Background: an optimization exercise with open tools, aiming at small area, a short achievable clock period and few clock cycles per item. Do not read the settings as production practice. At most, simulation tests tie the RTL to the original design; equivalence was not proved. Power and IR drop assume default switching activity.

// tile_convert_top
module tile_convert_top
(
    input  logic                   clk,
    input  logic                   rst,
    input  logic                   comp_enb,
    output logic                   busy,
    output logic                   done,
    output logic [16-1:0] mem_addr,
    output logic                   mem_read_enb,
    input  logic [64-1:0]  mem_data_in,
    output logic [16-1:0] res_addr,
    output logic [64-1:0]  res_data_out,
    output logic                   res_write_enb
);
For scale: about 45 flip-flops, about 170 I/O pins.
==> module int8_to_smag, before the edit <==
module int8_to_smag #(parameter int CUT = 2)
(
    input  conv_pkg::int8_t value,
    output conv_pkg::smag_t smag
);
    assign smag = conv_pkg::steps(conv_pkg::step1(value), 1, CUT);
endmodule
==> module smag_to_bf16, before the edit <==
module smag_to_bf16 #(parameter int CUT = 2)
(
    input  conv_pkg::smag_t smag,
    output conv_pkg::bf16_t result
);
    assign result = conv_pkg::finish(conv_pkg::steps(smag, CUT, 4));
endmodule
export LEC_CHECK = 0
export CAP_MARGIN = 20
export CORE_MARGIN = 2
export CORE_UTILIZATION = 40
export SETUP_SLACK_MARGIN = 4.65
export SLEW_MARGIN = 20
create_clock -name core_clock -period 8.0 [get_ports {clk}]
standard.sh (not shown) runs the stock make flow with config.mk's settings and CLKGATE_MAP_FILE= SYNTH_SCRIPT=/design/flow/synth_recipe.tcl, a recipe that flattens the netlist after the stock synthesis.
==> flow/flow/run.sh <==
#!/bin/bash
# Standard layout with these changes:
#  - synthesis maps the logic with ABC's area script replaced by abc.script,
#    and without the adder extraction (ADDER_MAP_FILE empty); everything else,
#    register names included, is the standard synthesis; the run stops with
#    an error if its registers differ from the standard synthesis's;
#  - the port buffers are made from the smallest buffer cell;
#  - clock tree synthesis inserts no dummy loads and picks its buffers
#    from clkbuf_4 and clkbuf_8;
#  - one tie cell drives all constant outputs.
# Each tool's output goes to a log of its own in this folder.
set -euo pipefail
here=$(pwd)
res=$here/orfs/results/$FLOW_PLATFORM/tile_convert_top/base

# The standard synthesis, kept for its registers
bash standard.sh synth > synth_standard.log 2>&1
cp $res/1_2_yosys.v $here/standard_synth.v
rm -rf $here/orfs

# ORFS's scripts with the area ABC script replaced
cp -r $FLOW_HOME/scripts $here/scripts
cp $here/flow/abc.script $here/scripts/abc_area.script
bash standard.sh synth SCRIPTS_DIR=$here/scripts ABC_AREA=1 ADDER_MAP_FILE= > synth.log 2>&1
python3 $here/flow/sameregs.py $here/standard_synth.v $res/1_2_yosys.v > sameregs.log 2>&1

export BUFFER_PORTS_ARGS="-buffer_cell sky130_fd_sc_hd__buf_1"
export CTS_ARGS="-sink_clustering_enable -repair_clock_nets -dont_use_dummy_load -buf_list {sky130_fd_sc_hd__clkbuf_4 sky130_fd_sc_hd__clkbuf_8}"
export SKIP_REPAIR_TIE_FANOUT=1
bash standard.sh finish > standard.log 2>&1
==> flow/flow/abc.script <==
strash
dch -f
amap
strash
dch -f
amap
==> flow/flow/sameregs.py <==
# sameregs.py A.v B.v: exit 0 when both netlists hold the same flip-flops
# (instance names and cell types), else 1.
import re, sys
def regs(path):
    text = open(path).read()
    return sorted(re.findall(r'^\s*(sky130_fd_sc_hd__(?:df|edf|sdf|dl)\w*)\s+(\\\S+|\w+)\s*\(', text, re.M), key=lambda t: t[1])
a, b = regs(sys.argv[1]), regs(sys.argv[2])
print(f"{len(a)} registers in {sys.argv[1]}, {len(b)} in {sys.argv[2]}")
if a != b:
    for x in sorted(set(a) ^ set(b))[:20]:
        print("differs:", x)
    sys.exit(1)
print("same registers")
Testbench counts at the start, summed over its fixed seeds: cycles 4,224, tiles 64.
Then changed:
--- a/flow/design.v
+++ b/flow/design.v
@@ -45,14 +45,14 @@
     endfunction
 endpackage
 `timescale 1ns/100ps
-module int8_to_smag #(parameter int CUT = 2)
+module int8_to_smag #(parameter int CUT = 1)
 (
     input  conv_pkg::int8_t value,
     output conv_pkg::smag_t smag
 );
     assign smag = conv_pkg::steps(conv_pkg::step1(value), 1, CUT);
 endmodule
-module smag_to_bf16 #(parameter int CUT = 2)
+module smag_to_bf16 #(parameter int CUT = 1)
 (
     input  conv_pkg::smag_t smag,
     output conv_pkg::bf16_t result
Outcome: Synthesized area decreases by 2.7%. Critical path depth increases by 5. Total power increases by 32%. Routed wire length increases by 48%. Worst hold slack loses 0.0051 ns.
For the second run of this note, only the layout was checked, not whether the RTL still works.

========
lane 1:
tile_convert_top, a different RTL version from the one above (not shown whole).
Size: roughly 390 cells after synthesis.
## tile_convert_top
module tile_convert_top
(
    input  logic                   clk,
    input  logic                   rst,
    input  logic                   comp_enb,
    output logic                   busy,
    output logic                   done,
    output logic [16-1:0] mem_addr,
    output logic                   mem_read_enb,
    input  logic [64-1:0]  mem_data_in,
    output logic [16-1:0] res_addr,
    output logic [64-1:0]  res_data_out,
    output logic                   res_write_enb
);
    logic                  rd_active;
    logic                  wr_active;
    logic                  rd_last;
    logic [5:0]            rd_word;
    logic [5:0]            wr_word;
    conv_pkg::smag_t [3:0] smag;
    tile_ctrl_fsm u_fsm (
        .clk       (clk),
        .rst       (rst),
        .comp_enb  (comp_enb),
        .rd_last   (rd_last),
        .rd_active (rd_active),
        .wr_active (wr_active),
        .busy      (busy),
        .done      (done)
    );
    tile_word_counter u_counter (
        .clk       (clk),
        .rd_active (rd_active),
        .rd_word   (rd_word),
        .wr_word   (wr_word),
        .rd_last   (rd_last)
    );
    line_assembler u_assembler (
        .half_sel    (rd_word[0]),
        .mem_data_in (mem_data_in),
        .smag        (smag)
    );
    tile_buffer u_buffer (
        .clk          (clk),
        .smag_in      (smag),
        .res_data_out (res_data_out)
    );
    assign mem_addr      = {11'd0, rd_word[5:1]};
    assign res_addr      = {10'd0, wr_word};
    assign mem_read_enb  = rd_active;
    assign res_write_enb = wr_active;
endmodule
==> module int8_to_smag, before the edit <==
module int8_to_smag #(parameter int CUT = 3)
(
    input  conv_pkg::int8_t value,
    output conv_pkg::smag_t smag
);
    assign smag = conv_pkg::steps(conv_pkg::step1(value), 1, CUT);
endmodule
==> module smag_to_bf16, before the edit <==
module smag_to_bf16 #(parameter int CUT = 3)
(
    input  conv_pkg::smag_t smag,
    output conv_pkg::bf16_t result
);
    assign result = conv_pkg::finish(conv_pkg::steps(smag, CUT, 4));
endmodule
clock: 8.0 ns
lec_check: 0
cap_margin: 20
core_margin: 2
core_utilization: 40
setup_slack_margin: 4.65
slew_margin: 20
Scripts as last shown in full above: flow/flow/run.sh, flow/flow/abc.script, flow/flow/sameregs.py
For lane 2, these inputs were changed with respect to lane 1:
--- a/flow/design.v
+++ b/flow/design.v
@@ -3,18 +3,20 @@
     typedef logic signed [7:0] int8_t;
     typedef logic [16-1:0] bf16_t;
     typedef logic [9:0] smag_t;
     typedef logic [4*16-1:0] chunk_t;
     function automatic smag_t step1(input logic [7:0] v);
         logic [6:0] m;
+        logic z4;
         m = v[7] ? ((v[6:0] == 7'd0) ? 7'h7F : (~v[6:0] + 7'd1)) : v[6:0];
-        step1 = {2'b00, v[7], m};
+        z4 = v[7] ? (&v[6:3] && |v[2:0]) : (v[6:3] == 4'd0);
+        step1 = {1'b0, z4, v[7], m};
     endfunction
     function automatic smag_t step2(input smag_t t);
         logic z4;
-        z4 = (t[6:3] == 4'd0);
+        z4 = t[8];
         step2 = {1'b0, z4, t[7], z4 ? {t[2:0], 4'd0} : t[6:0]};
     endfunction
     function automatic smag_t step3(input smag_t t);
         logic z2;
         z2 = (t[6:5] == 2'd0);
         step3 = {z2, t[8], t[7], z2 ? {t[4:0], 2'd0} : t[6:0]};
@@ -42,20 +44,20 @@
         if (from < 3 && to >= 3) r = step3(r);
         if (from < 4 && to >= 4) r = step4(r);
         steps = r;
     endfunction
 endpackage
 `timescale 1ns/100ps
-module int8_to_smag #(parameter int CUT = 3)
+module int8_to_smag #(parameter int CUT = 2)
 (
     input  conv_pkg::int8_t value,
     output conv_pkg::smag_t smag
 );
     assign smag = conv_pkg::steps(conv_pkg::step1(value), 1, CUT);
 endmodule
-module smag_to_bf16 #(parameter int CUT = 3)
+module smag_to_bf16 #(parameter int CUT = 2)
 (
     input  conv_pkg::smag_t smag,
     output conv_pkg::bf16_t result
 );
     assign result = conv_pkg::finish(conv_pkg::steps(smag, CUT, 4));
 endmodule
Results
Lane 2 has completed all stages; timing, DRC and antenna checks passed.
Re post-route minimum period: lane 2 is 280 ps down on lane 1.
Between lane 2 and lane 1, delay of the slowest cell on the worst path is lower for lane 1, lane 2 comes in above that.
Diff lane 1 -> lane 2 | critical path buffer and inverter count | decrease of 1
Combinational power ends up lower on lane 2.
Changes observed in lane 2 relative to lane 1: number of flip-flops and latches went down; starting density of the core fell by 1.2 points.
Compared with lane 1, the detailed router inserted fewer vias in lane 2.
Looking at worst setup path startpoint, the mem_data_in[49] result is from lane 1; the u_buffer.smag_q[6] one comes from lane 2.
Going from lane 1 to lane 2, fmax increased by about 9% relative to the old numbers; global-route met3 utilization lower.
Clock latency at the later pin of the worst-skew pair: lane 1 vs lane 2, no meaningful difference
Relative to lane 1, wire length on met3 decreased by 27% in lane 2.
Lane 2 vs. lane 1: combinational share of power went down, power after layout went down, routed wire length went down.
No run of this note included a check of the RTL's function; only the layout flow was run.

==> static timing again, ports no longer ideal <==
How much do the figures lean on ideal ports? The routed layouts below were timed once more, with nothing changed but the port constraints.
Step 1: set_driving_cell puts a clkbuf_16 on clk and a buf_2 on each other input, an assumption about the parent block.
Step 2 adds t to the input delays and takes it off the output delays; t is the mean of the earliest and latest rising clock arrival at the registers after step 1. Input paths then give back, and output paths get back, about the clock's delay inside the block.
Slacks: ideal ports / drivers / drivers and shift; pairs: ideal ports / drivers.
run | t, ns | setup WS [ns] | worst setup path after step 2
the first run of note 1 | 0.310 | 4.839 / 4.812 / 4.564 | input to register
the second run of note 1 | 0.311 | 4.373 / 4.345 / 4.656 | register to output
lane 1 | 0.322 | 4.494 / 4.501 / 4.179 | input to register
lane 2 | 0.310 | 4.778 / 4.749 / 4.664 | input to register
After both steps every run listed still meets setup and hold. The setup slack of lane 1, which loses most, moves by +0.007 ns with the drivers and by -0.315 ns with both steps.
